Context: an optimization exercise on an open-source flow, tuned for small area and a short achievable clock period. The choices shown serve that exercise and are no tape-out recipe.
The RTL was checked by simulation tests, not by an equivalence proof against the original design.
Power figures rest on the tool's default switching activity, not on a simulated workload.

## design/flow/flow/run.sh

```bash
#!/bin/bash
set -euo pipefail
bash standard.sh "ADDER_MAP_FILE=" "BUFFER_PORTS_ARGS=-buffer_cell sky130_fd_sc_hd__buf_1" finish > make_finish.log 2>&1
```

## design/flow/standard.sh

```bash
#!/bin/bash
# synth_recipe.tcl (not shown) runs the flow's synth.tcl, then flattens the netlist and writes it again
# the make line also repeats each setting of config.mk as NAME=value (left out here)
make -C /OpenROAD-flow-scripts/flow DESIGN_CONFIG=/design/flow/config.mk WORK_HOME=/design/flow/orfs CLKGATE_MAP_FILE= SYNTH_SCRIPT=/design/flow/synth_recipe.tcl "${@:-finish}"
```

## design/flow/config.mk

```make
export PLATFORM = sky130hd
export DESIGN_NAME = ecg_encoder_top
export DESIGN_NICKNAME = ecg_encoder_top
export VERILOG_FILES = /design/flow/design.v
export SDC_FILE = /design/flow/constraint.sdc
export NUM_CORES = 4
export LEC_CHECK = 0
export ABC_AREA = 1
export CAP_MARGIN = 20
export CORE_MARGIN = 2
export CORE_UTILIZATION = 45
export CTS_BUF_LIST = sky130_fd_sc_hd__clkbuf_8
export GPL_TIMING_DRIVEN = 0
export SETUP_SLACK_MARGIN = 3.0
export SLEW_MARGIN = 20
```

## design/flow/constraint.sdc

```tcl
create_clock -name core_clock -period 6.5 [get_ports {clk}]
set_input_delay 1.3000 -clock core_clock [delete_from_list [all_inputs] [get_ports {clk}]]
set_output_delay 1.3000 -clock core_clock [all_outputs]
set_load 0.01 [all_outputs]
```

## design/flow/design.v

```verilog
package ecg_pkg;
	localparam int ECG_WIDTH         = 50;	 
	localparam int SIZE_WIDTH        = 6;	 
	localparam int SAMPLES_PER_GROUP = 4;	 
	localparam int MAX_STUFFING      = 17;	 
	localparam int MAX_SIGN_BITS     = 12;	 
	typedef logic [3:0] bits_req_t;
	typedef logic [1:0] ecg_idx_t;
	localparam bits_req_t CPEC_MIN_BITS = 4'd3;	 
	localparam bits_req_t MAX_BITS_REQ  = 4'd9;	 
	localparam ecg_idx_t  LAST_ECG_IDX  = 2'd3;	 
	typedef logic [ECG_WIDTH-1:0] ecg_word_t;
	typedef logic [SIZE_WIDTH-1:0] ecg_size_t;
	typedef logic [SAMPLES_PER_GROUP*MAX_BITS_REQ-1:0] cpec_code_t;
	typedef logic [$clog2(SAMPLES_PER_GROUP*MAX_BITS_REQ+1)-1:0] cpec_size_t;
	typedef logic [6:0] vec_prefix_t;
	typedef logic [4:0] vec_suffix_t;
	typedef logic [2:0] vec_len_t;	 
	typedef logic [MAX_SIGN_BITS-1:0] sign_bits_t;
	typedef logic [$clog2(MAX_SIGN_BITS+1)-1:0] sign_size_t;
	typedef logic [$clog2(MAX_STUFFING+1)-1:0] stuffing_size_t;
	function automatic ecg_word_t place_field(input ecg_word_t value, input ecg_size_t len,
		input ecg_size_t offset);
		ecg_word_t keep;
		ecg_word_t placed;
		keep = ~({ECG_WIDTH{1'b1}} << len);	 
		placed = (value & keep) << (ECG_WIDTH - len);
		placed = placed >> offset;
		place_field = placed;
	endfunction
endpackage
`timescale 1ns/10ps
module ecg_encoder_top
(
	input  logic                     clk,
	input  logic                     rst_n,
	input  logic                     in_valid,		 
	input  logic                     data_active,
	input  logic                     group_skip,
	input  ecg_pkg::bits_req_t       bits_req,
	input  ecg_pkg::cpec_code_t      cpec_code,
	input  ecg_pkg::cpec_size_t      cpec_size,
	input  ecg_pkg::vec_prefix_t     vec_prefix,
	input  ecg_pkg::vec_len_t        vec_prefix_size,
	input  ecg_pkg::vec_suffix_t     vec_suffix,
	input  ecg_pkg::vec_len_t        vec_suffix_size,
	input  ecg_pkg::ecg_idx_t        ecg_idx,
	input  logic                     component_skip,
	input  logic                     underflow_prevention,
	input  ecg_pkg::stuffing_size_t  stuffing_size,
	input  ecg_pkg::sign_bits_t      sign_bits,
	input  ecg_pkg::sign_size_t      sign_bits_size,
	output ecg_pkg::ecg_word_t       encoded_ecg,
	output ecg_pkg::ecg_size_t       ecg_size,
	output logic                     ecg_valid
);
	localparam int W  = ecg_pkg::ECG_WIDTH;
	localparam int S  = 3;			 
	localparam int T  = 3;			 
	localparam int CW = 36 + (1 << S) - 1;	 
	localparam int TW = 15 + (1 << T) - 1;	 
	logic       gsf;		 
	logic       coded;		 
	logic       is_vec;		 
	logic       stuff_on;
	logic       sign_on;
	logic [5:0] code_len;		 
	logic [5:0] code_end;		 
	logic [5:0] total;
	assign is_vec   = (bits_req == 4'd1) || (bits_req == 4'd2);
	assign gsf      = data_active && group_skip;
	assign coded    = data_active && !group_skip && (bits_req != 4'd0) && (bits_req <= 4'd9);
	assign stuff_on = (ecg_idx != 2'd0) && underflow_prevention;
	assign sign_on  = (ecg_idx == 2'd3) && !component_skip;
	assign code_len  = is_vec ? 6'(vec_prefix_size) + 6'(vec_suffix_size) : cpec_size;
	assign code_end  = coded ? 6'(bits_req) + code_len : 6'd0;
	assign total     = code_end + 6'(coded || gsf) + (stuff_on ? 6'(stuffing_size) : 6'd0)
		+ (sign_on ? 6'(sign_bits_size) : 6'd0);
	logic [4:0]  suffix_keep;
	logic [13:0] vec_code;
	logic [35:0] code;
	assign suffix_keep = ~(5'h1f << vec_suffix_size);
	assign vec_code = (14'(vec_prefix) << vec_suffix_size) | 14'(vec_suffix & suffix_keep);
	assign code     = is_vec ? 36'(vec_code) : cpec_code;
	logic [14:0] sign_field;
	always_comb
		for (int j = 0; j < 15; j++)
			sign_field[j] = (sign_on && (4'(j) < sign_bits_size)) ? ((j < 12) ? sign_bits[j] : 1'b0) : 1'b1;
	logic [CW-1:0] code_win;
	logic [TW-1:0] tail_win;
	always_comb
	begin
		logic [CW-1:0] c;
		logic [TW-1:0] t;
		c = {code, {((1 << S) - 1){1'b1}}};
		for (int b = 0; b < S; b++)
			if (code_end[b])
				c = c >> (1 << b);
		code_win = c;
		t = {sign_field, {((1 << T) - 1){1'b0}}};
		for (int b = 0; b < T; b++)
			if (total[b])
				t = ~(~t >> (1 << b));
		tail_win = t;
	end
	logic [CW-1:0] code_q;
	logic [5-S:0]  code_end_q;	 
	logic          coded_q;
	logic [3:0]    bits_req_q;
	logic [TW-1:0] tail_q;
	logic [5:0]    total_q;
	always_ff @(posedge clk or negedge rst_n)
	begin
		if (!rst_n)
			ecg_valid <= 1'b0;
		else
			ecg_valid <= in_valid;
	end
	always_ff @(posedge clk)
	begin
		code_q     <= code_win;
		code_end_q <= code_end[5:S];
		coded_q    <= coded;
		bits_req_q <= bits_req;
		tail_q     <= tail_win;
		total_q    <= total;
	end
	logic [W-1:0] lead_word;	 
	logic [W-1:0] tail_word;	 
	always_comb
	begin
		logic [CW+W-(1<<S):0] c;
		logic [W+TW+W-(1<<T):0] t;
		c = {code_q, {(W-(1 << S)){1'b1}}};
		for (int b = S; b < 6; b++)
			if (code_end_q[b-S])
				c = c >> (1 << b);
		lead_word = c[W-1:0];
		lead_word[W-1] = !coded_q;	 
		for (int p = 1; p < 10; p++)
			if (coded_q && (4'(p) <= bits_req_q))
				lead_word[W-1-p] = (4'(p) < bits_req_q);
		t = {{W{1'b1}}, tail_q, {(W-(1 << T)+1){1'b0}}};
		for (int b = T; b < 6; b++)
			if (total_q[b])
				t = ~(~t >> (1 << b));
		tail_word = t[W-1:0];
	end
	assign encoded_ecg = lead_word & tail_word;
	assign ecg_size    = total_q;
endmodule
```

==> results.sh, run 1 <==
export IMPL_grt_antenna_before_repair=0
export IMPL_max_frequency_mhz=293
export IMPL_synth_ff_latch_count=80
export IMPL_initial_utilization=0.455
export IMPL_cts_tree="built"
export IMPL_portBuffers=149
export IMPL_routed_wire_length_per_instance_um=15.9
export IMPL_synth_edf_count=0
export IMPL_die_x_um=130
export IMPL_placed_cells=1631
export IMPL_cp_required_ns=5.20
export IMPL_final_cells=1653
export IMPL_pin_count_of_the_biggest_net_entering_global_routing=14
export IMPL_irDropWorstVdd_mv=0.0942
export IMPL_cp_arrival_ns=2.12
export IMPL_drc_errors=0
export IMPL_ys_warn_count=1
export IMPL_detail_route_iter0_violations=825
export IMPL_synth_net_count=1360
export IMPL_power_leakage_nw=4.08
export IMPL_path_class="flop to output pin"
export IMPL_preCtsSetupSlack_ns=2.53
export IMPL_fill_cells=1730
export IMPL_setup_worst_path_end_class="output pin"
export IMPL_grt_pass1_vias=7917
export IMPL_synthesis_area_mm2=0.00713
export IMPL_boundaryPins=151
export IMPL_cts_buffers=9
export IMPL_deepest_level_of_the_cts_h_tree=3
export IMPL_ant_nets=0
export IMPL_worst_hold_slack_across_all_endpoints_ns=0.688
export IMPL_grt_overflow=0
export IMPL_cts_root_buffer="clkbuf_8"
export IMPL_tritoncts_num_sinks=80
export IMPL_routed_wl_um=26200
export IMPL_pnr_worst_setup_slack_ns=3.08
export IMPL_total_power_mw=1.76
export IMPL_place_congestion=0.988
export IMPL_synth_distinct_cells=46
export IMPL_num_antenna_cells=0
export IMPL_netlist_top_cells_area="nand2_1, dfxtp_1, o21ai_0"
export IMPL_dieArea_mm2=0.0169
export IMPL_worst_slew_pin_slew_ns=0.680
export IMPL_hold_class="input port to asynchronous set/reset pin"
export IMPL_run_status="finished clean"
export IMPL_most_common_layout_cells="nand2_1, buf_1, o21ai_0"
export IMPL_drv_cap=0
export IMPL_power_density_cell_area_mw_per_mm2=207
export IMPL_setup_violations=0
export IMPL_finalHoldViolations=0
export IMPL_unrepaired_setup_endpoints_after_global_routing="true"
export IMPL_hold_buffers=0
export IMPL_grt_pass1_wl_um=41000
export IMPL_core_mm2=0.0157
export IMPL_maxSlewHeadroom=0.547
export IMPL_setup_tns_final_ns=0
export IMPL_detailedPlacementHpwl_um=21800
export IMPL_layout_cells_most_common="nand2_1"
export IMPL_route_detailed_vias_per_inst=5.37
export IMPL_postSynthAreaPerCell_um2=5.63
export IMPL_post_synth_top_area_cell="nand2_1"
export IMPL_routed_via_count=8877
export IMPL_yosysSeqAreaShare=0.225
export IMPL_total_number_of_nets_in_the_final_design=1526
export IMPL_die_height_um=130
export IMPL_dominantRegCellSynth="dfxtp_1"
export IMPL_grt_usage=0.311
export IMPL_rows=46
export IMPL_cp_max_fo=10
export IMPL_flow_area_growth_from_synthesis_pct=19.3
export IMPL_report_final_slew_viol_count=0
export IMPL_first_pass_iters=8
export IMPL_final_layout_size_suffix_gt1_frac=0.0967
export IMPL_yosys_area_top_type_share=0.243
export IMPL_period_needed_ns=3.42
export IMPL_path_clk_slew_ns=0.08
export IMPL_async_reset_ff_frac=0.0125
export IMPL_post_synth_inst_count=1266
export IMPL_critical_path_startpoint_type="flop"
export IMPL_clk_path_buf_depth=2
export IMPL_finalCritPeriodShare=0.526
==> final cells by class <==
type | count | area [um^2] | area share
repair buffers | 155 | 614 | 0.0722
clock inverters | 5 | 72.6 | 0.00853
multi-input cells | 991 | 4930 | 0.580
plain buffers | 73 | 397 | 0.0466
inverters | 122 | 460 | 0.0541
clock buffers | 11 | 151 | 0.0178
flip-flops and latches | 80 | 1610 | 0.189
well taps | 216 | 270 | 0.0318
==> power breakdown <==
group,internal [mW],total [mW],switching (mW)
clock network,0.234,0.401,0.167
registers,0.565,0.611,0.0459
logic,0.246,0.747,0.501
==> critical path, stage by stage (launching register included) <==
cell and delay [ns]:
dfxtp_1 0.33, buf_6 0.15, inv_1 0.10, nor2_4 0.13, inv_2 0.10, buf_4 0.20
o211ai_1 0.32, o21ai_0 0.19, inv_1 0.09, buf_1 0.16
==> flip-flops by register name, summed over array words and instances, names as in the netlist <==
register and flops:
code_q 43, tail_q 22, total_q 6, bits_req_q 4
code_end_q 3, coded_q 1, ecg_valid 1
==> cell usage after synthesis, drive strengths merged (5+ instances only) <==
| cell type | instances |
|---|---|
| nor3 | 7 |
| mux2i | 31 |
| nand4 | 7 |
| a31oi | 39 |
| a21oi | 23 |
| dfxtp | 79 |
| clkbuf | 53 |
| or2 | 13 |
| a221oi | 5 |
| nand3 | 59 |
| o211ai | 11 |
| nand2 | 469 |
| o22ai | 5 |
| inv | 121 |
| a22oi | 6 |
| buf | 20 |
| a211oi | 13 |
| nor2 | 107 |
| o21ai | 173 |
==> stage by stage <==
stage,instance area (um^2),util
after floorplan,7130,-
after global placement,7960,0.508
after detailed placement,7960,0.508
after CTS,8280,0.529
after global routing,8500,0.543
final,8500,0.543
==> worst max path at each step <==
stage | from | endpoint | slack [ns] | depth (start not counted)
after detailed placement | code_end_q[2] | encoded_ecg[19] | 2.53 | 9
final | code_end_q[2] | encoded_ecg[22] | 3.08 | 9
after global placement | code_end_q[2] | encoded_ecg[19] | 2.53 | 9
after CTS | total_q[3] | encoded_ecg[40] | 3.01 | 6
after global routing | code_end_q[0] | encoded_ecg[45] | 2.95 | 9
after floorplan | total_q[3] | encoded_ecg[5] | 3.30 | 5
==> per-layer routing <==
metal | share of wire | vias up | global-route usage
met2 | 0.42 | 394 | 0.477
met5 | 0 | - | 0
met3 | 0.076 | 61 | 0.0344
met1 | 0.47 | 3941 | 0.446
li1 | - | 4481 | -
met4 | 0.035 | 0 | 0.123
==> cells by family after synthesis <==
group / after synthesis / synth area share
simple gates: 664 / 0.385
flops: 80 / 0.225
buf+inv: 195 / 0.107
mux: 31 / 0.0435
compound gates: 293 / 0.235
xor+xnor: 3 / 0.00369
==> what timing repair did <==
action                                  CTS  global route
gates resized for setup                  39            98
pin swaps                                 4            11
setup buffers                             3             3
gates cloned                              0             0
endpoints found under the setup margin   54            92
==> inputs of run 2 (changes only) <==
--- a/design/flow/design.v
+++ b/design/flow/design.v
@@ -82,5 +82,5 @@
 	assign suffix_keep = ~(5'h1f << vec_suffix_size);
 	assign vec_code = (14'(vec_prefix) << vec_suffix_size) | 14'(vec_suffix & suffix_keep);
-	assign code     = is_vec ? 36'(vec_code) : cpec_code;
+	assign code     = {cpec_code[35:14], is_vec ? vec_code : cpec_code[13:0]};
 	logic [14:0] sign_field;
 	always_comb
==> results.sh, run 2 <==
export IMPL_run_status="finished clean"
export IMPL_path_class="flop to output pin"
export IMPL_layout_cells_most_common="nand2_1"
export IMPL_maxSlewHeadroom=0.508
export IMPL_grt_pass1_vias=7629
export IMPL_grt_overflow=0
export IMPL_detail_route_iter0_violations=883
export IMPL_largestRegisters="code_q x43, tail_q x22, total_q x6"
export IMPL_clk_path_buf_depth=2
export IMPL_synth_distinct_cells=45
export IMPL_route_detailed_vias_per_inst=5.39
export IMPL_dieArea_mm2=0.0167
export IMPL_ant_nets=0
export IMPL_drc_errors=0
export IMPL_finalHoldViolations=0
export IMPL_register_containing_the_most_flip_flops_in_the_final_layout="code_q"
export IMPL_max_frequency_mhz=291
export IMPL_worstPathCellList="clkbuf_4 > inv_1 > nor2_4 > inv_2 > buf_4 > o211ai_1 > o21ai_0 > inv_1 > buf_1"
export IMPL_irDropWorstVdd_mv=0.0916
export IMPL_worst_slew_pin_slew_ns=0.738
export IMPL_synth_net_count=1343
export IMPL_yosysSeqAreaShare=0.228
export IMPL_synth_ff_latch_count=80
export IMPL_fill_cells=1668
export IMPL_first_pass_iters=5
export IMPL_synthesis_area_mm2=0.00704
export IMPL_max_ffs_per_register=43
export IMPL_most_common_layout_cells="nand2_1, buf_1, o21ai_0"
export IMPL_yosys_area_top_type_share=0.249
export IMPL_hold_buffers=0
export IMPL_report_final_slew_viol_count=0
export IMPL_setup_worst_path_end_class="output pin"
export IMPL_routed_via_count=8793
export IMPL_preCtsSetupSlack_ns=2.49
export IMPL_drv_cap=0
export IMPL_tritoncts_num_sinks=80
export IMPL_max_stage_delay_ns=0.37
export IMPL_boundaryPins=151
export IMPL_postSynthAreaPerCell_um2=5.64
export IMPL_pnr_worst_setup_slack_ns=3.06
export IMPL_post_synth_inst_count=1249
export IMPL_grt_util_met1=0.449
export IMPL_unrepaired_setup_endpoints_after_global_routing="true"
export IMPL_setup_violations=0
export IMPL_grt_busiest_layer="met2"
export IMPL_netlist_top_cells_area="nand2_1, dfxtp_1, o21ai_0"
export IMPL_total_power_mw=1.74
export IMPL_cts_buffers=9
export IMPL_grt_usage=0.307
export IMPL_critical_path_startpoint_type="flop"
export IMPL_portBuffers=148
export IMPL_num_antenna_cells=0
export IMPL_cp_arrival_ns=2.14
export IMPL_final_layout_size_suffix_gt1_frac=0.100
export IMPL_routed_wl_um=26100
export IMPL_initial_utilization=0.461
export IMPL_synth_commonest_cells="nand2_1, o21ai_0, nor2_1"
export IMPL_total_number_of_nets_in_the_final_design=1509
export IMPL_post_synth_top_area_cell="nand2_1"
export IMPL_critical_path_top_cell_by_count="inv_1"
export IMPL_period_needed_ns=3.44
export IMPL_groute_layer_met2_usage=0.455
export IMPL_setup_tns_final_ns=0
export IMPL_cts_root_buffer="clkbuf_8"
export IMPL_routed_wire_length_per_instance_um=16.0
export IMPL_synth_most_common_cell="nand2_1"
export IMPL_ys_warn_count=1
export IMPL_die_x_um=129
export IMPL_cp_max_fo=10
export IMPL_detailedPlacementHpwl_um=21500
export IMPL_core_mm2=0.0153
export IMPL_flow_area_growth_from_synthesis_pct=19.3
export IMPL_async_reset_ff_frac=0.0125
export IMPL_grt_pass1_wl_um=40000
export IMPL_grt_met3_usage=0.0400
export IMPL_final_cells=1631
export IMPL_cts_tree="built"
export IMPL_worst_path_max_delay_cell="o211ai_1"
export IMPL_path_clk_slew_ns=0.08
export IMPL_rows=45
export IMPL_die_height_um=129
export IMPL_cp_required_ns=5.20
export IMPL_pin_count_of_the_biggest_net_entering_global_routing=13
export IMPL_hold_class="input port to asynchronous set/reset pin"
export IMPL_power_leakage_nw=4.06
export IMPL_deepest_level_of_the_cts_h_tree=3
export IMPL_dominantRegCellSynth="dfxtp_1"
export IMPL_grt_antenna_before_repair=0
export IMPL_synth_edf_count=0
export IMPL_finalCritPeriodShare=0.529
export IMPL_place_congestion=0.968
export IMPL_power_density_cell_area_mw_per_mm2=207
export IMPL_placed_cells=1608
run 2: power by group:
part	switching, mW	internal, mW	leakage (nW)	total [mW]
registers	0.0472	0.564	0.673	0.611
logic	0.495	0.245	3.27	0.740
clock network	0.163	0.222	0.120	0.385
run 2: worst paths after layout:
kind | startpoint | endpoint | slack [ns] | depth (start not counted)
min in group core_clock | in_valid | ecg_valid | 1.07 | 1
min | rst_n | ecg_valid | 0.71 | 1
max in group asynchronous | rst_n | ecg_valid | 5.68 | 1
max | code_end_q[2] | encoded_ecg[20] | 3.06 | 9
run 2: per-layer routing:
layer / wire length (um) / up-vias / share of wire
met5: 0 / - / 0
met4: 797 / 0 / 0.031
met3: 1900 / 42 / 0.073
met2: 10900 / 416 / 0.42
met1: 12600 / 3902 / 0.48
li1: - / 4433 / -
run 2: timing repair:
item | 4_1_cts | 5_1_grt
buffers inserted | 2 | 5
gates resized for setup | 52 | 90
cloned | 0 | 0
endpoints found under the setup margin | 50 | 102
pin swaps | 3 | 10
run 2: area by class of cell:
class	instances	area, um^2	area share
Buffer	71	410	0.0489
Clock buffer	10	138	0.0164
Clock inverter	6	76.3	0.00909
Sequential cell	80	1610	0.191
Timing Repair Buffer	155	647	0.0770
Multi-Input combinational cell	978	4800	0.572
Inverter	120	455	0.0542
Tap cell	211	264	0.0314
run 2: logic make-up after synthesis:
group                     share of synthesized area
and+or+nand+nor                               0.378
AOI/OAI and AO/OA                             0.239
buffers and inverters                         0.109
DFF                                           0.228
muxes                                        0.0427
xor gates and xnor gates                    0.00373
run 2: through the flow:
| stage | hold slack, ns | util | instance area (um^2) |
|---|---|---|---|
| after floorplan | 1.00 | - | 7040 |
| after global placement | 1.06 | 0.515 | 7860 |
| after detailed placement | 1.07 | 0.515 | 7860 |
| after CTS | 0.683 | 0.536 | 8170 |
| after global routing | 0.685 | 0.550 | 8400 |
| final | 0.708 | 0.550 | 8400 |
run 2: worst max-delay path: cells and delay by family (launching register included):
kind,cells,cell delay (ns)
DFF,1,0.31
buffers and inverters,6,0.81
AOI/OAI and AO/OA,2,0.52
and+or+nand+nor,1,0.15
==> inputs of run 3 (changes only) <==
==> design/flow/flow/run.sh (replaced) <==
#!/bin/bash
set -euo pipefail
bash standard.sh "ADDER_MAP_FILE=" \
	"BUFFER_PORTS_ARGS=-buffer_cell sky130_fd_sc_hd__buf_1" \
	"CTS_ARGS=-sink_clustering_enable -repair_clock_nets -buf_list sky130_fd_sc_hd__clkbuf_8 -dont_use_dummy_load" \
	finish > make_finish.log 2>&1
==> results.sh, run 3 <==
export IMPL_placed_cells=1608
export IMPL_power_density_cell_area_mw_per_mm2=195
export IMPL_most_common_layout_cells="nand2_1, buf_1, o21ai_0"
export IMPL_postSynthAreaPerCell_um2=5.64
export IMPL_irDropWorstVdd_mv=0.0770
export IMPL_die_x_um=129
export IMPL_pwr_share_clk=0.167
export IMPL_die_height_um=129
export IMPL_detail_route_iter0_violations=803
export IMPL_path_clk_slew_ns=0.08
export IMPL_cts_buffers=9
export IMPL_setup_worst_path_end_class="output pin"
export IMPL_synth_commonest_cells="nand2_1, o21ai_0, nor2_1"
export IMPL_yosysSeqAreaShare=0.228
export IMPL_grt_overflow=0
export IMPL_unrepaired_setup_endpoints_after_global_routing="true"
export IMPL_total_number_of_nets_in_the_final_design=1507
export IMPL_timing_critical_path_buf_inv=5
export IMPL_critical_path_top_cell_by_count="nand2_1"
export IMPL_tritoncts_num_sinks=80
export IMPL_grt_pass1_vias=7587
export IMPL_drc_errors=0
export IMPL_synth_edf_count=0
export IMPL_place_congestion=0.968
export IMPL_worst_setup_path_startpoint="code_end_q[0]"
export IMPL_layout_cells_most_common="nand2_1"
export IMPL_largestRegisters="code_q x43, tail_q x22, total_q x6"
export IMPL_max_ffs_per_register=43
export IMPL_period_needed_ns=3.45
export IMPL_grt_antenna_before_repair=0
export IMPL_synth_net_count=1343
export IMPL_path_class="flop to output pin"
export IMPL_route_detailed_vias_per_inst=5.42
export IMPL_worst_path_max_delay_cell="dfxtp_1"
export IMPL_dieArea_mm2=0.0167
export IMPL_netlist_top_cells_area="nand2_1, dfxtp_1, o21ai_0"
export IMPL_routed_wire_length_per_instance_um=16.0
export IMPL_netSwitchingFraction=0.424
export IMPL_clk_path_buf_depth=2
export IMPL_synth_ff_latch_count=80
export IMPL_async_reset_ff_frac=0.0125
export IMPL_post_synth_top_area_cell="nand2_1"
export IMPL_grt_met3_usage=0.0417
export IMPL_worstPathCellList="buf_4 > clkbuf_8 > buf_4 > nand2_1 > nand2_1 > nand2_1 > o211ai_1 > o21ai_1 > inv_1 > buf_1"
export IMPL_flow_area_growth_from_synthesis_pct=17.3
export IMPL_grt_util_met1=0.448
export IMPL_pwr_share_seq=0.379
export IMPL_num_antenna_cells=0
export IMPL_initial_utilization=0.461
export IMPL_yosys_area_top_type_share=0.249
export IMPL_pin_count_of_the_biggest_net_entering_global_routing=13
export IMPL_dominantRegCellSynth="dfxtp_1"
export IMPL_setup_tns_final_ns=0
export IMPL_total_power_mw=1.61
export IMPL_synth_most_common_cell="nand2_1"
export IMPL_ys_warn_count=1
export IMPL_run_status="finished clean"
export IMPL_power_leakage_nw=3.98
export IMPL_hold_class="input port to asynchronous set/reset pin"
export IMPL_pwr_share_comb=0.454
export IMPL_routed_wl_um=25900
export IMPL_finalHoldViolations=0
export IMPL_synthesis_area_mm2=0.00704
export IMPL_portBuffers=148
export IMPL_detailedPlacementHpwl_um=21500
export IMPL_fill_cells=1683
export IMPL_routed_via_count=8793
export IMPL_max_stage_delay_ns=0.32
export IMPL_core_mm2=0.0153
export IMPL_critical_path_startpoint_type="flop"
export IMPL_worst_slew_pin_slew_ns=0.678
export IMPL_final_cells=1622
export IMPL_grt_usage=0.306
export IMPL_grt_pass1_wl_um=39900
export IMPL_cp_arrival_ns=2.15
export IMPL_cp_max_fo=10
export IMPL_maxSlewHeadroom=0.548
export IMPL_first_pass_iters=5
export IMPL_report_final_slew_viol_count=0
export IMPL_critPathTopFamily="buffers and inverters"
export IMPL_register_containing_the_most_flip_flops_in_the_final_layout="code_q"
export IMPL_synth_distinct_cells=45
export IMPL_post_synth_inst_count=1249
export IMPL_grt_busiest_layer="met2"
export IMPL_cp_required_ns=5.20
export IMPL_ant_nets=0
export IMPL_final_layout_size_suffix_gt1_frac=0.0957
export IMPL_cts_tree="built"
export IMPL_p_int_uw=927
export IMPL_max_frequency_mhz=290
export IMPL_groute_layer_met2_usage=0.455
export IMPL_rows=45
export IMPL_drv_cap=0
export IMPL_cts_root_buffer="clkbuf_8"
export IMPL_finalCritPeriodShare=0.530
export IMPL_boundaryPins=151
export IMPL_total_switching_power_uw=683
export IMPL_setup_violations=0
export IMPL_deepest_level_of_the_cts_h_tree=3
-- run 3: cell count changes in the layout (fill, tap and decap cells not counted), sizes merged --
cell,delta
clkinv,-1
buf,-1
bufinv,-2
clkbuf,-2
inv,-3
-- run 3: power groups by stage --
stage          Combinational [mW]  Clock, mW  Sequential [mW]
6_report                    0.731      0.270            0.610
5_1_grt                     0.809      0.296            0.616
4_1_cts                     0.691      0.278            0.608
3_5_place_dp                0.678          0            0.619
3_3_place_gp                0.678          0            0.618
2_1_floorplan               0.458          0            0.603
-- run 3: how the worst max path moves through the flow --
stage	endpoint	slack, ns	cells past startpoint
after floorplan	encoded_ecg[5]	3.32	5
after global placement	encoded_ecg[19]	2.53	9
after detailed placement	code_q[26]	2.49	13
after CTS	encoded_ecg[47]	3.00	9
after global routing	encoded_ecg[43]	2.97	10
final	encoded_ecg[24]	3.05	10
-- run 3: repair_timing --
item                       CTS  global route
setup buffers                2             3
cloned                       0             0
setup endpoints to repair   50           100
pin swaps                    6             3
gates resized for setup     50            84
hold buffers                 0             0
-- run 3: cell families after synthesis --
group	Yosys count	synth area share
AO/OA/AOI/OAI	291	0.239
XOR/XNOR	3	0.00373
buffers and inverters	191	0.109
flip-flops	80	0.228
multiplexers	30	0.0427
AND/OR/NAND/NOR	654	0.378
-- run 3: routing by layer --
| layer | share of wire | wire length (um) |
|---|---|---|
| met3 | 0.077 | 1980 |
| met2 | 0.41 | 10600 |
| met5 | 0 | 0 |
| met1 | 0.48 | 12400 |
| met4 | 0.036 | 926 |
-- run 3: area by class of cell --
cell class | instances | area (um^2) | area share
Clock buffer | 9 | 124 | 0.0150
Buffer | 71 | 398 | 0.0482
Inverter | 120 | 453 | 0.0549
Multi-Input combinational cell | 978 | 4790 | 0.581
Tap cell | 211 | 264 | 0.0320
Timing Repair Buffer | 153 | 617 | 0.0747
Sequential cell | 80 | 1610 | 0.195
-- run 3: metrics by stage --
| step | util | setup WS, ns | instance area, um^2 | hold slack (ns) |
|---|---|---|---|---|
| after global placement | 0.515 | 2.53 | 7860 | 1.06 |
| after detailed placement | 0.515 | 2.49 | 7860 | 1.07 |
| after global routing | 0.541 | 2.97 | 8250 | 0.693 |
| after CTS | 0.530 | 3.00 | 8080 | 0.690 |
| after floorplan | - | 3.32 | 7040 | 1.00 |
| final | 0.541 | 3.05 | 8250 | 0.709 |
==> inputs of run 4 (changes only) <==
--- a/design/flow/design.v
+++ b/design/flow/design.v
@@ -65,5 +65,7 @@
 	logic       stuff_on;
 	logic       sign_on;
-	logic [5:0] code_len;		 
+	logic [5:0] end_cpec;		 
+	logic [5:0] end_vec;		 
+	logic [5:0] tail_len;		 
 	logic [5:0] code_end;		 
 	logic [5:0] total;
@@ -73,8 +75,9 @@
 	assign stuff_on = (ecg_idx != 2'd0) && underflow_prevention;
 	assign sign_on  = (ecg_idx == 2'd3) && !component_skip;
-	assign code_len  = is_vec ? 6'(vec_prefix_size) + 6'(vec_suffix_size) : cpec_size;
-	assign code_end  = coded ? 6'(bits_req) + code_len : 6'd0;
-	assign total     = code_end + 6'(coded || gsf) + (stuff_on ? 6'(stuffing_size) : 6'd0)
-		+ (sign_on ? 6'(sign_bits_size) : 6'd0);
+	assign end_cpec  = 6'(bits_req) + cpec_size;
+	assign end_vec   = 6'(bits_req) + 6'(vec_prefix_size) + 6'(vec_suffix_size);
+	assign code_end  = coded ? (is_vec ? end_vec : end_cpec) : 6'd0;
+	assign tail_len  = (stuff_on ? 6'(stuffing_size) : 6'd0) + (sign_on ? 6'(sign_bits_size) : 6'd0);
+	assign total     = code_end + tail_len + 6'(coded || gsf);
 	logic [4:0]  suffix_keep;
 	logic [13:0] vec_code;
==> results.sh, run 4 <==
export IMPL_cp_required_ns=5.20
export IMPL_cts_buffers=9
export IMPL_cts_root_buffer="clkbuf_8"
export IMPL_cp_max_fo=10
export IMPL_max_frequency_mhz=288
export IMPL_fill_cells=1748
export IMPL_total_number_of_nets_in_the_final_design=1515
export IMPL_synth_distinct_cells=46
export IMPL_tritoncts_num_sinks=80
export IMPL_synth_edf_count=0
export IMPL_max_ffs_per_register=43
export IMPL_dominantRegCellSynth="dfxtp_1"
export IMPL_boundaryPins=151
export IMPL_ant_nets=0
export IMPL_setup_tns_final_ns=0
export IMPL_grt_overflow=0
export IMPL_critical_path_top_cell_by_count="inv_1"
export IMPL_die_height_um=129
export IMPL_worst_path_max_delay_cell="dfxtp_1"
export IMPL_flow_area_growth_from_synthesis_pct=14.8
export IMPL_path_class="flop to output pin"
export IMPL_synth_most_common_cell="nand2_1"
export IMPL_ys_warn_count=1
export IMPL_yosysSeqAreaShare=0.227
export IMPL_worstPathCellList="clkbuf_4 > nand2_4 > inv_1 > buf_2 > nand2_1 > o211ai_1 > o21ai_0 > inv_1 > buf_1"
export IMPL_synthesis_area_mm2=0.00708
export IMPL_first_pass_iters=7
export IMPL_cp_arrival_ns=2.17
export IMPL_grt_usage=0.297
export IMPL_max_stage_delay_ns=0.36
export IMPL_run_status="finished clean"
export IMPL_drc_errors=0
export IMPL_setup_worst_path_end_class="output pin"
export IMPL_yosys_area_top_type_share=0.242
export IMPL_finalCritPeriodShare=0.534
export IMPL_path_clk_slew_ns=0.08
export IMPL_power_density_cell_area_mw_per_mm2=198
export IMPL_cts_tree="built"
export IMPL_finalHoldViolations=0
export IMPL_place_congestion=0.941
export IMPL_unrepaired_setup_endpoints_after_global_routing="true"
export IMPL_dieArea_mm2=0.0167
export IMPL_synth_ff_latch_count=80
export IMPL_pin_count_of_the_biggest_net_entering_global_routing=15
export IMPL_register_containing_the_most_flip_flops_in_the_final_layout="code_q"
export IMPL_post_synth_inst_count=1259
export IMPL_detailedPlacementHpwl_um=20900
export IMPL_route_detailed_vias_per_inst=5.30
export IMPL_post_synth_top_area_cell="nand2_1"
export IMPL_core_mm2=0.0153
export IMPL_num_antenna_cells=0
export IMPL_netlist_top_cells_area="nand2_1, dfxtp_1, o21ai_0"
export IMPL_preCtsSetupSlack_ns=2.56
export IMPL_rows=45
export IMPL_postSynthAreaPerCell_um2=5.62
export IMPL_async_reset_ff_frac=0.0125
export IMPL_die_x_um=129
export IMPL_initial_utilization=0.464
export IMPL_grt_antenna_before_repair=0
export IMPL_power_leakage_nw=3.90
export IMPL_largestRegisters="code_q x43, tail_q x22, total_q x6"
export IMPL_routed_wl_um=25000
export IMPL_report_final_slew_viol_count=0
export IMPL_pnr_worst_setup_slack_ns=3.03
export IMPL_final_layout_size_suffix_gt1_frac=0.0669
export IMPL_grt_pass1_wl_um=39000
export IMPL_maxSlewHeadroom=0.604
export IMPL_routed_wire_length_per_instance_um=15.4
export IMPL_layout_cells_most_common="nand2_1"
export IMPL_post_route_util=0.533
export IMPL_synth_net_count=1353
export IMPL_irDropWorstVdd_mv=0.0775
export IMPL_worst_slew_pin_slew_ns=0.594
export IMPL_drv_cap=0
export IMPL_critical_path_startpoint_type="flop"
export IMPL_detail_route_iter0_violations=788
export IMPL_portBuffers=149
export IMPL_deepest_level_of_the_cts_h_tree=3
export IMPL_grt_pass1_vias=7557
export IMPL_clk_path_buf_depth=2
export IMPL_most_common_layout_cells="nand2_1, o21ai_0, buf_1"
export IMPL_synth_commonest_cells="nand2_1, o21ai_0, inv_1"
export IMPL_routed_via_count=8644
export IMPL_period_needed_ns=3.47
export IMPL_setup_violations=0
export IMPL_hold_class="input port to asynchronous set/reset pin"
-- run 4: cell types whose count changed after synthesis, sizes merged, moves of 6 or more --
cell,previous run,this run
nor2,115,108
o21a,3,10
nand4,6,0
o21ai,162,207
nand2,471,463
a31oi,45,15
buf,19,13
inv,118,127
-- run 4: per-stage QoR --
step / cell area [um^2] / power [mW] / instances / hold WS, ns
floorplan: 7080 / 1.09 / 1259 / 1.00
global placement: 7900 / 1.32 / 1619 / 1.06
detailed placement: 7900 / 1.33 / 1619 / 1.06
CTS: 8090 / 1.60 / 1630 / 0.673
global route: 8130 / 1.72 / 1630 / 0.675
finish: 8130 / 1.61 / 1630 / 0.687
-- run 4: cells by family after synthesis --
kind of cell,count (synthesis),synth area share
XOR/XNOR,3,0.00371
AND/OR/NAND/NOR,634,0.360
multiplexers,33,0.0467
flip-flops,80,0.227
buffers and inverters,196,0.110
AO/OA/AOI/OAI,313,0.252
-- run 4: timing repair --
| action | 4_1_cts | 5_1_grt |
|---|---|---|
| buffers inserted | 2 | 0 |
| hold buffers | 0 | 0 |
| setup endpoints to repair | 48 | 62 |
| pin swaps | 3 | 1 |
| gates resized for setup | 26 | 52 |
-- run 4: worst paths after layout --
| path | startpoint | end | slack (ns) | depth (start not counted) |
|---|---|---|---|---|
| setup / recovery | code_end_q[1] | encoded_ecg[20] | 3.03 | 9 |
| hold / removal | rst_n | ecg_valid | 0.69 | 1 |
| max in group asynchronous | rst_n | ecg_valid | 5.72 | 1 |
| min in group core_clock | in_valid | ecg_valid | 1.03 | 1 |
-- run 4: area by class of cell --
type	count	area (um^2)	area share
Buffer	66	359	0.0442
Clock buffer	9	124	0.0152
Inverter	130	493	0.0606
Multi-Input combinational cell	983	4700	0.579
Sequential cell	80	1610	0.198
Tap cell	211	264	0.0325
Timing Repair Buffer	151	578	0.0711
-- run 4: worst max-delay path, delay by kind of cell (launching register included) --
| kind | cells | cell delay (ns) |
|---|---|---|
| AOI/OAI and AO/OA | 2 | 0.37 |
| DFF | 1 | 0.36 |
| buffers and inverters | 5 | 0.85 |
| and+or+nand+nor | 2 | 0.23 |
-- run 4: metal layers --
metal / vias up / share of wire / GRT usage
li1: 4418 / - / -
met1: 3768 / 0.48 / 0.436
met2: 403 / 0.41 / 0.448
met3: 55 / 0.073 / 0.0322
met4: 0 / 0.037 / 0.113
met5: - / 0 / 0
-- run 4: power by group --
part / leakage, nW / internal, mW / switching, mW / total [mW]
Clock: 0.0647 / 0.123 / 0.147 / 0.271
Combinational: 3.16 / 0.235 / 0.491 / 0.726
Sequential: 0.673 / 0.568 / 0.0464 / 0.614
Total: 3.90 / 0.926 / 0.685 / 1.61
==> inputs of run 5 (changes only) <==
--- a/design/flow/design.v
+++ b/design/flow/design.v
@@ -109,6 +109,5 @@
 	logic [CW-1:0] code_q;
 	logic [5-S:0]  code_end_q;	 
-	logic          coded_q;
-	logic [3:0]    bits_req_q;
+	logic [3:0]    head_q;		 
 	logic [TW-1:0] tail_q;
 	logic [5:0]    total_q;
@@ -124,6 +123,5 @@
 		code_q     <= code_win;
 		code_end_q <= code_end[5:S];
-		coded_q    <= coded;
-		bits_req_q <= bits_req;
+		head_q     <= coded ? bits_req : 4'd0;
 		tail_q     <= tail_win;
 		total_q    <= total;
@@ -140,8 +138,8 @@
 				c = c >> (1 << b);
 		lead_word = c[W-1:0];
-		lead_word[W-1] = !coded_q;	 
+		lead_word[W-1] = (head_q == 4'd0);
 		for (int p = 1; p < 10; p++)
-			if (coded_q && (4'(p) <= bits_req_q))
-				lead_word[W-1-p] = (4'(p) < bits_req_q);
+			if (4'(p) <= head_q)
+				lead_word[W-1-p] = (4'(p) < head_q);
 		t = {{W{1'b1}}, tail_q, {(W-(1 << T)+1){1'b0}}};
 		for (int b = T; b < 6; b++)
==> results.sh, run 5 <==
export IMPL_detail_route_iter0_violations=743
export IMPL_grt_overflow=0
export IMPL_dieArea_mm2=0.0167
export IMPL_max_ffs_per_register=43
export IMPL_finalHoldViolations=0
export IMPL_unrepaired_setup_endpoints_after_global_routing="true"
export IMPL_hold_buffers=0
export IMPL_total_number_of_nets_in_the_final_design=1512
export IMPL_pin_count_of_the_biggest_net_entering_global_routing=14
export IMPL_tritoncts_num_sinks=79
export IMPL_worst_slew_pin_slew_ns=0.611
export IMPL_cts_root_buffer="clkbuf_8"
export IMPL_ant_nets=0
export IMPL_setup_tns_final_ns=0
export IMPL_grt_usage=0.304
export IMPL_cp_required_ns=5.20
export IMPL_flow_area_growth_from_synthesis_pct=15.2
export IMPL_cts_buffers=9
export IMPL_first_pass_iters=5
export IMPL_synth_net_count=1351
export IMPL_power_leakage_nw=3.84
export IMPL_post_synth_top_area_cell="nand2_1"
export IMPL_post_route_util=0.533
export IMPL_grt_pass1_wl_um=39700
export IMPL_largestRegisters="code_q x43, tail_q x22, total_q x6"
export IMPL_max_frequency_mhz=289
export IMPL_cts_tree="built"
export IMPL_die_height_um=129
export IMPL_core_mm2=0.0153
export IMPL_ys_warn_count=1
export IMPL_run_status="finished clean"
export IMPL_place_congestion=0.956
export IMPL_netlist_top_cells_area="nand2_1, dfxtp_1, o21ai_0"
export IMPL_routed_wl_um=25100
export IMPL_drc_errors=0
export IMPL_fill_cells=1737
export IMPL_rows=45
export IMPL_critical_path_startpoint_type="flop"
export IMPL_portBuffers=150
export IMPL_hold_class="input port to asynchronous set/reset pin"
export IMPL_report_final_slew_viol_count=0
export IMPL_drv_cap=0
export IMPL_finalCritPeriodShare=0.533
export IMPL_postSynthAreaPerCell_um2=5.61
export IMPL_initial_utilization=0.462
export IMPL_num_antenna_cells=0
export IMPL_path_class="flop to output pin"
export IMPL_deepest_level_of_the_cts_h_tree=3
export IMPL_synth_commonest_cells="nand2_1, o21ai_0, inv_1"
export IMPL_routed_wire_length_per_instance_um=15.4
export IMPL_cp_arrival_ns=2.16
export IMPL_synth_edf_count=0
export IMPL_routed_via_count=8720
export IMPL_yosys_area_top_type_share=0.235
export IMPL_grt_pass1_vias=7806
export IMPL_grt_antenna_before_repair=0
export IMPL_boundaryPins=151
export IMPL_detailedPlacementHpwl_um=20900
export IMPL_worst_path_max_delay_cell="dfxtp_1"
export IMPL_async_reset_ff_frac=0.0127
export IMPL_setup_worst_path_end_class="output pin"
export IMPL_post_cts_buffers=0
export IMPL_maxSlewHeadroom=0.592
export IMPL_worstPathCellList="clkbuf_4 > inv_1 > clkbuf_4 > nand2_1 > nand3_1 > o21ai_0 > o22ai_1 > nand2_1 > a22oi_2 > buf_1"
export IMPL_post_synth_inst_count=1257
export IMPL_synth_distinct_cells=47
export IMPL_period_needed_ns=3.46
export IMPL_irDropWorstVdd_mv=0.0936
export IMPL_route_detailed_vias_per_inst=5.36
export IMPL_max_stage_delay_ns=0.30
export IMPL_setup_violations=0
export IMPL_yosysSeqAreaShare=0.225
export IMPL_clk_path_buf_depth=2
export IMPL_register_containing_the_most_flip_flops_in_the_final_layout="code_q"
export IMPL_synthesis_area_mm2=0.00706
export IMPL_dominantRegCellSynth="dfxtp_1"
export IMPL_path_clk_slew_ns=0.07
export IMPL_cp_max_fo=10
export IMPL_synth_most_common_cell="nand2_1"
export IMPL_final_layout_size_suffix_gt1_frac=0.0713
export IMPL_power_density_cell_area_mw_per_mm2=197
export IMPL_die_x_um=129
export IMPL_synth_ff_latch_count=79
export IMPL_layout_cells_most_common="nand2_1"
export IMPL_most_common_layout_cells="nand2_1, o21ai_0, buf_1"
[run 5: cell count changes after synthesis, moves of 4 or more]
cell,before,now
o21a_1,10,14
inv_2,7,11
clkbuf_1,53,48
a21oi_1,24,35
nand3_1,42,52
o21ai_0,181,163
o21ai_1,22,27
nand2_2,4,11
nand2_1,456,441
[run 5: path summary, 6_finish.rpt]
kind	cells past startpoint	slack, ns	startpoint	to
worst max-delay path	10	3.04	code_end_q[0]	encoded_ecg[43]
worst min-delay path	1	0.68	rst_n	ecg_valid
max in group asynchronous	1	5.72	rst_n	ecg_valid
min in group core_clock	1	1.03	in_valid	ecg_valid
[run 5: timing repair]
| action | 4_1_cts | 5_1_grt |
|---|---|---|
| endpoints found under the setup margin | 49 | 33 |
| endpoints found under the hold margin | 0 | 0 |
| pin swaps | 2 | 2 |
| gates resized for setup | 28 | 46 |
[run 5: power breakdown]
part	internal (mW)	switching, mW	leakage, nW
combinational	0.233	0.479	3.11
clock	0.124	0.157	0.0647
sequential	0.559	0.0460	0.664
total	0.916	0.683	3.84
[run 5: per-layer routing]
| layer | global-route usage | vias to the layer above | part of all wire |
|---|---|---|---|
| met3 | 0.0268 | 48 | 0.068 |
| li1 | - | 4430 | - |
| met4 | 0.111 | 0 | 0.029 |
| met2 | 0.468 | 382 | 0.43 |
| met1 | 0.441 | 3860 | 0.47 |
| met5 | 0 | - | 0 |
[run 5: cell families after synthesis]
family,count (synthesis),synth area share
buffers and inverters,197,0.110
AOI/OAI and AO/OA,311,0.252
DFF,79,0.225
muxes,30,0.0426
xor gates and xnor gates,3,0.00372
and+or+nand+nor,637,0.366
[run 5: critical path: cells and delay by family, from the launching register on]
family	cells	cell delay, ns
simple gates	3	0.30
buf+inv	4	0.70
flops	1	0.30
compound gates	3	0.52
[run 5: metrics by stage]
step / std cells / power (mW) / cell area, um^2 / setup slack, ns / hold slack (ns)
global placement: 1618 / 1.29 / 7880 / 2.78 / 1.06
detailed placement: 1618 / 1.29 / 7880 / 2.76 / 1.06
global route: 1627 / 1.71 / 8130 / 2.93 / 0.669
finish: 1627 / 1.60 / 8130 / 3.04 / 0.682
floorplan: 1257 / 1.06 / 7060 / 3.54 / 1.00
CTS: 1627 / 1.58 / 8050 / 2.97 / 0.664
[run 5: final cells by class]
type | count | area, um^2 | share of cell area
buffer | 66 | 345 | 0.0425
tap | 211 | 264 | 0.0325
multi-input combinational | 981 | 4740 | 0.584
sequential | 79 | 1590 | 0.195
inverter | 131 | 494 | 0.0608
timing repair buffer | 150 | 568 | 0.0699
clock buffer | 9 | 124 | 0.0152
==> inputs of run 6 (changes only) <==
--- a/design/flow/design.v
+++ b/design/flow/design.v
@@ -70,5 +70,5 @@
 	logic [5:0] code_end;		 
 	logic [5:0] total;
-	assign is_vec   = (bits_req == 4'd1) || (bits_req == 4'd2);
+	assign is_vec   = (bits_req < 4'd3);	 
 	assign gsf      = data_active && group_skip;
 	assign coded    = data_active && !group_skip && (bits_req != 4'd0) && (bits_req <= 4'd9);
==> results.sh, run 6 <==
export IMPL_most_common_layout_cells="nand2_1, buf_1, o21ai_0"
export IMPL_dieArea_mm2=0.0166
export IMPL_grt_usage=0.298
export IMPL_postSynthAreaPerCell_um2=5.80
export IMPL_routed_via_count=8439
export IMPL_drv_cap=0
export IMPL_cp_max_fo=10
export IMPL_critical_path_startpoint_type="input port"
export IMPL_grt_pass1_vias=7422
export IMPL_pin_count_of_the_biggest_net_entering_global_routing=15
export IMPL_grt_antenna_before_repair=1
export IMPL_initial_utilization=0.461
export IMPL_drc_errors=0
export IMPL_unrepaired_setup_endpoints_after_global_routing="true"
export IMPL_placed_cells=1570
export IMPL_max_frequency_mhz=292
export IMPL_synth_ff_latch_count=79
export IMPL_cts_root_buffer="clkbuf_8"
export IMPL_portBuffers=148
export IMPL_dominantRegCellSynth="dfxtp_1"
export IMPL_flow_area_growth_from_synthesis_pct=15.0
export IMPL_power_density_cell_area_mw_per_mm2=200
export IMPL_worst_slew_pin_slew_ns=0.603
export IMPL_place_congestion=0.937
export IMPL_post_synth_inst_count=1211
export IMPL_hold_class="input port to asynchronous set/reset pin"
export IMPL_setup_violations=0
export IMPL_die_x_um=129
export IMPL_clk_path_buf_depth=2
export IMPL_setup_worst_path_end_class="flop"
export IMPL_final_layout_size_suffix_gt1_frac=0.0854
export IMPL_cts_buffers=9
export IMPL_grt_overflow=0
export IMPL_cp_arrival_ns=3.62
export IMPL_ant_nets=0
export IMPL_post_synth_top_area_cell="dfxtp_1"
export IMPL_finalCritPeriodShare=0.527
export IMPL_synth_most_common_cell="nand2_1"
export IMPL_cp_required_ns=6.70
export IMPL_yosys_area_top_type_share=0.222
export IMPL_largestRegisters="code_q x43, tail_q x22, total_q x6"
export IMPL_path_class="input port to flop"
export IMPL_routed_wl_um=24800
export IMPL_path_clk_slew_ns=0.09
export IMPL_cts_tree="built"
export IMPL_report_final_slew_viol_count=0
export IMPL_num_antenna_cells=0
export IMPL_synth_edf_count=0
export IMPL_detail_route_iter0_violations=742
export IMPL_ys_warn_count=1
export IMPL_rows=45
export IMPL_register_containing_the_most_flip_flops_in_the_final_layout="code_q"
export IMPL_tritoncts_num_sinks=79
export IMPL_detailedPlacementHpwl_um=20700
export IMPL_fill_cells=1749
export IMPL_netlist_top_cells_area="dfxtp_1, nand2_1, o21ai_0"
export IMPL_synth_net_count=1305
export IMPL_boundaryPins=151
export IMPL_synth_commonest_cells="nand2_1, o21ai_0, inv_1"
export IMPL_yosysSeqAreaShare=0.226
export IMPL_final_cells=1581
export IMPL_first_pass_iters=5
export IMPL_run_status="finished clean"
export IMPL_power_leakage_nw=3.95
export IMPL_max_ffs_per_register=43
export IMPL_layout_cells_most_common="nand2_1"
export IMPL_total_number_of_nets_in_the_final_design=1466
export IMPL_period_needed_ns=3.43
export IMPL_deepest_level_of_the_cts_h_tree=3
export IMPL_synthesis_area_mm2=0.00703
export IMPL_hold_buffers=0
export IMPL_die_height_um=129
export IMPL_irDropWorstVdd_mv=0.0937
export IMPL_core_mm2=0.0153
export IMPL_async_reset_ff_frac=0.0127
export IMPL_maxSlewHeadroom=0.598
export IMPL_routed_wire_length_per_instance_um=15.7
export IMPL_setup_tns_final_ns=0
export IMPL_finalHoldViolations=0
export IMPL_synth_distinct_cells=47
export IMPL_route_detailed_vias_per_inst=5.34
export IMPL_grt_pass1_wl_um=38400
[run 6: cell count changes after synthesis, sizes merged, moves of 4 or more]
| cell | before | now |
|---|---|---|
| a21oi | 35 | 29 |
| buf | 18 | 22 |
| inv | 129 | 125 |
| mux2i | 30 | 44 |
| nand2 | 454 | 426 |
| nand3 | 56 | 48 |
| nor2 | 105 | 95 |
| nor3 | 9 | 14 |
| o21a | 14 | 3 |
| o21ai | 191 | 177 |
| o221ai | 3 | 10 |
| o31ai | 1 | 6 |
| or2 | 7 | 14 |
[run 6: what timing repair did]
item	4_1_cts	5_1_grt
setup buffers	2	0
pin swaps	1	0
setup endpoints to repair	49	41
gates resized for setup	26	48
[run 6: power breakdown]
group / internal (mW) / switching (mW)
logic: 0.239 / 0.494
clock network: 0.124 / 0.149
registers: 0.559 / 0.0480
[run 6: worst max-delay path: stages]
cell	delay [ns]
buf_1	0.29
nor2_2	0.10
nand2_2	0.09
nand3_4	0.13
inv_2	0.11
nand3_2	0.12
inv_2	0.11
buf_1	0.46
nand2_1	0.09
o21ai_0	0.13
o21ai_0	0.17
o21ai_0	0.51
[run 6: cells by family after synthesis]
kind of cell | synth area share
AO/OA/AOI/OAI | 0.245
AND/OR/NAND/NOR | 0.350
multiplexers | 0.0627
buffers and inverters | 0.112
XOR/XNOR | 0.00498
flip-flops | 0.226
[run 6: final cells by class]
type | count | area (um^2) | share of cell area
repair buffers | 150 | 572 | 0.0708
plain buffers | 67 | 358 | 0.0443
multi-input cells | 938 | 4690 | 0.581
well taps | 211 | 264 | 0.0327
clock buffers | 9 | 124 | 0.0153
flip-flops and latches | 79 | 1590 | 0.196
inverters | 127 | 483 | 0.0598
[run 6: per-layer routing]
metal,share of wire,track usage,up-vias
met3,0.074,0.0337,38
li1,-,-,4294
met2,0.42,0.457,382
met1,0.48,0.436,3725
met5,0,0,-
met4,0.026,0.0927,0
[run 6: through the flow]
stage	cell area, um^2	power, mW	hold WS (ns)	setup slack [ns]	utilization
CTS	8030	1.60	0.679	3.00	0.526
global placement	7850	1.32	1.06	2.74	0.514
finish	8080	1.61	0.698	3.07	0.530
floorplan	7030	1.08	1.00	3.48	-
global route	8080	1.73	0.693	2.91	0.530
detailed placement	7850	1.32	1.06	2.75	0.514
[run 6: worst max path at each step]
| stage | from | to | depth (start not counted) | slack [ns] |
|---|---|---|---|---|
| 5_1_grt | code_end_q[0] | encoded_ecg[48] | 9 | 2.91 |
| 3_5_place_dp | bits_req[2] | code_q[19] | 11 | 2.75 |
| 2_1_floorplan | bits_req[1] | tail_q[7] | 16 | 3.48 |
| 4_1_cts | code_end_q[0] | encoded_ecg[23] | 8 | 3.00 |
| 3_3_place_gp | bits_req[2] | code_q[19] | 11 | 2.74 |
| 6_report | bits_req[2] | code_q[20] | 12 | 3.07 |
==> inputs of run 7 (changes only) <==
==> design/flow/flow/run.sh (replaced) <==
#!/bin/bash
set -euo pipefail
bash standard.sh "ADDER_MAP_FILE=" \
	"BUFFER_PORTS_ARGS=-buffer_cell sky130_fd_sc_hd__buf_1" \
	"CTS_ARGS=-sink_clustering_enable -repair_clock_nets -buf_list sky130_fd_sc_hd__clkbuf_8 -dont_use_dummy_load" \
	"MATCH_CELL_FOOTPRINT=0" \
	finish > make_finish.log 2>&1
--- a/design/flow/config.mk
+++ b/design/flow/config.mk
@@ -12,4 +12,4 @@
 export CTS_BUF_LIST = sky130_fd_sc_hd__clkbuf_8
 export GPL_TIMING_DRIVEN = 0
-export SETUP_SLACK_MARGIN = 3.0
+export SETUP_SLACK_MARGIN = 3.2
 export SLEW_MARGIN = 20
==> results.sh, run 7 <==
export IMPL_run_status="finished clean"
export IMPL_cts_buffers=9
export IMPL_power_leakage_nw=4.07
export IMPL_post_synth_inst_count=1211
export IMPL_max_ffs_per_register=43
export IMPL_hold_class="input port to asynchronous set/reset pin"
export IMPL_synth_commonest_cells="nand2_1, o21ai_0, inv_1"
export IMPL_pin_count_of_the_biggest_net_entering_global_routing=15
export IMPL_drc_errors=0
export IMPL_routed_wl_um=25200
export IMPL_die_x_um=129
export IMPL_path_class="flop to output pin"
export IMPL_ys_warn_count=1
export IMPL_cp_max_fo=10
export IMPL_finalCritPeriodShare=0.505
export IMPL_grt_usage=0.300
export IMPL_tritoncts_num_sinks=79
export IMPL_dominantRegCellSynth="dfxtp_1"
export IMPL_netlist_top_cells_area="dfxtp_1, nand2_1, o21ai_0"
export IMPL_synth_distinct_cells=47
export IMPL_register_containing_the_most_flip_flops_in_the_final_layout="code_q"
export IMPL_synthesis_area_mm2=0.00703
export IMPL_irDropWorstVdd_mv=0.0936
export IMPL_cp_required_ns=5.20
export IMPL_synth_net_count=1305
export IMPL_most_common_layout_cells="nand2_1, buf_1, o21ai_0"
export IMPL_worst_hold_slack_across_all_endpoints_ns=0.698
export IMPL_power_density_cell_area_mw_per_mm2=198
export IMPL_largestRegisters="code_q x43, tail_q x22, total_q x6"
export IMPL_initial_utilization=0.461
export IMPL_critical_path_startpoint_type="flop"
export IMPL_ant_nets=0
export IMPL_grt_overflow=0
export IMPL_setup_violations=0
export IMPL_grt_antenna_before_repair=1
export IMPL_die_height_um=129
export IMPL_post_synth_top_area_cell="dfxtp_1"
export IMPL_cp_arrival_ns=1.98
export IMPL_num_antenna_cells=0
export IMPL_deepest_level_of_the_cts_h_tree=3
export IMPL_yosysSeqAreaShare=0.226
export IMPL_rows=45
export IMPL_route_detailed_vias_per_inst=5.40
export IMPL_dieArea_mm2=0.0166
export IMPL_portBuffers=148
export IMPL_first_pass_iters=5
export IMPL_drv_cap=0
export IMPL_setup_tns_final_ns=0
export IMPL_clk_path_buf_depth=2
export IMPL_synth_most_common_cell="nand2_1"
export IMPL_cts_root_buffer="clkbuf_8"
export IMPL_worst_setup_path_startpoint="code_end_q[0]"
export IMPL_fill_cells=1714
export IMPL_place_congestion=0.937
export IMPL_grt_pass1_wl_um=38800
export IMPL_report_final_slew_viol_count=0
export IMPL_path_clk_slew_ns=0.07
export IMPL_flow_area_growth_from_synthesis_pct=19.1
export IMPL_postSynthAreaPerCell_um2=5.80
export IMPL_layout_cells_most_common="nand2_1"
export IMPL_boundaryPins=151
export IMPL_unrepaired_setup_endpoints_after_global_routing="true"
export IMPL_max_frequency_mhz=305
export IMPL_detail_route_iter0_violations=761
export IMPL_yosys_area_top_type_share=0.222
export IMPL_finalHoldViolations=0
export IMPL_routed_wire_length_per_instance_um=15.9
export IMPL_maxSlewHeadroom=0.569
export IMPL_cts_tree="built"
export IMPL_period_needed_ns=3.28
export IMPL_routed_via_count=8559
export IMPL_total_power_mw=1.66
export IMPL_synth_ff_latch_count=79
export IMPL_hold_buffers=0
export IMPL_async_reset_ff_frac=0.0127
export IMPL_worst_slew_pin_slew_ns=0.647
export IMPL_core_mm2=0.0153
export IMPL_setup_worst_path_end_class="output pin"
export IMPL_total_number_of_nets_in_the_final_design=1469
export IMPL_grt_pass1_vias=7489
export IMPL_final_layout_size_suffix_gt1_frac=0.125
export IMPL_detailedPlacementHpwl_um=20700
export IMPL_synth_edf_count=0
-- run 7: cell counts after synthesis --
Identical to the previous run, type by type.
-- run 7: worst max-delay path, cell delays in order, from the launching register on --
cell and delay [ns]:
dfxtp_1 0.30, buf_6 0.14, buf_6 0.14, o21ai_1 0.26
nand2_1 0.07, o21ai_0 0.12, inv_1 0.07, a221oi_1 0.33
buf_1 0.21
-- run 7: area by class of cell --
class / count / area, um^2 / area share
flip-flops and latches: 79 / 1590 / 0.190
repair buffers: 152 / 597 / 0.0713
plain buffers: 67 / 443 / 0.0529
repair inverters: 1 / 7.51 / 0.000897
well taps: 211 / 264 / 0.0315
multi-input cells: 938 / 4860 / 0.581
inverters: 127 / 485 / 0.0580
clock buffers: 9 / 124 / 0.0148
-- run 7: per-stage QoR --
step                       util  setup slack [ns]  area, um^2  std cells
after detailed placement  0.514              2.75        7850       1570
after CTS                 0.537              3.15        8190       1583
after floorplan               -              3.48        7030       1211
after global placement    0.514              2.74        7850       1570
final                     0.549              3.22        8370       1584
after global routing      0.549              3.16        8370       1584
-- run 7: kinds of logic (layout without fill, tap and decap cells) --
| family | after synthesis | after routing | synth area share |
|---|---|---|---|
| xor+xnor | 4 | 4 | 0.00498 |
| flops | 79 | 79 | 0.226 |
| simple gates | 599 | 599 | 0.350 |
| buf+inv | 194 | 356 | 0.112 |
| mux | 44 | 44 | 0.0627 |
| compound gates | 291 | 291 | 0.245 |
-- run 7: report_power, final --
part	leakage, nW	switching [mW]	total [mW]	internal (mW)
logic	3.34	0.511	0.775	0.264
registers	0.664	0.0500	0.609	0.559
clock network	0.0647	0.148	0.272	0.124
total	4.07	0.709	1.66	0.947
-- run 7: worst paths after layout --
path                                    to  slack [ns]  cells after the start
min in group core_clock          ecg_valid        1.05                      1
hold / removal                   ecg_valid        0.70                      1
max in group asynchronous        ecg_valid        5.71                      1
setup / recovery           encoded_ecg[28]        3.22                      8
-- run 7: what timing repair did --
item,CTS,global route
buffers inserted,3,1
setup endpoints to repair,53,96
pin swaps,1,5
gates resized for setup,134,87
gates cloned,1,0
-- run 7: layer usage --
layer	track usage	up-vias	routed length [um]
met3	0.0341	34	1880
met5	0	-	0
met1	0.437	3816	11900
li1	-	4307	-
met2	0.461	402	10800
met4	0.0978	0	627

## separate check: timing with driven ports
No port has a modelled driver above. Below, the same layouts with a new extraction and two added sets of constraints.
Step 1 (the two cells are an assumption about what drives the block):
set clk [get_ports {clk}]
set_driving_cell -lib_cell sky130_fd_sc_hd__clkbuf_16 $clk
set_driving_cell -lib_cell sky130_fd_sc_hd__buf_2 [delete_from_list [all_inputs] $clk]
Step 2 adds t to the input delays and takes it off the output delays; t is the mean of the earliest and latest rising clock arrival at the registers after step 1. Input paths then give back, and output paths get back, about the clock's delay inside the block.
Three values: ideal, step 1, step 2; two values: the first two.
run	t, ns	slack for setup (ns)	worst hold slack (ns)	latest minus earliest clock arrival (ns)	worst slew at a driven data input, ns
run 1	0.382	3.082 / 3.046 / 2.780	0.688 / 0.675 / 1.057	0.015 / 0.014	0.04
run 2	0.381	3.060 / 3.022 / 2.855	0.708 / 0.699 / 1.080	0.010 / 0.010	0.04
run 3	0.371	3.054 / 3.018 / 2.856	0.709 / 0.703 / 1.074	0.020 / 0.020	0.04
run 4	0.379	3.030 / 2.995 / 2.880	0.687 / 0.678 / 1.057	0.022 / 0.022	0.04
run 5	0.392	3.038 / 3.004 / 2.771	0.682 / 0.670 / 1.062	0.023 / 0.023	0.04
run 6	0.380	3.075 / 3.046 / 2.708	0.698 / 0.685 / 1.065	0.027 / 0.028	0.03
run 7	0.380	3.220 / 3.185 / 2.947	0.698 / 0.686 / 1.065	0.027 / 0.027	0.03
After both steps every run listed still meets setup and hold. The setup slack of run 6, which loses most, moves by -0.029 ns with the drivers and by -0.367 ns with both steps.
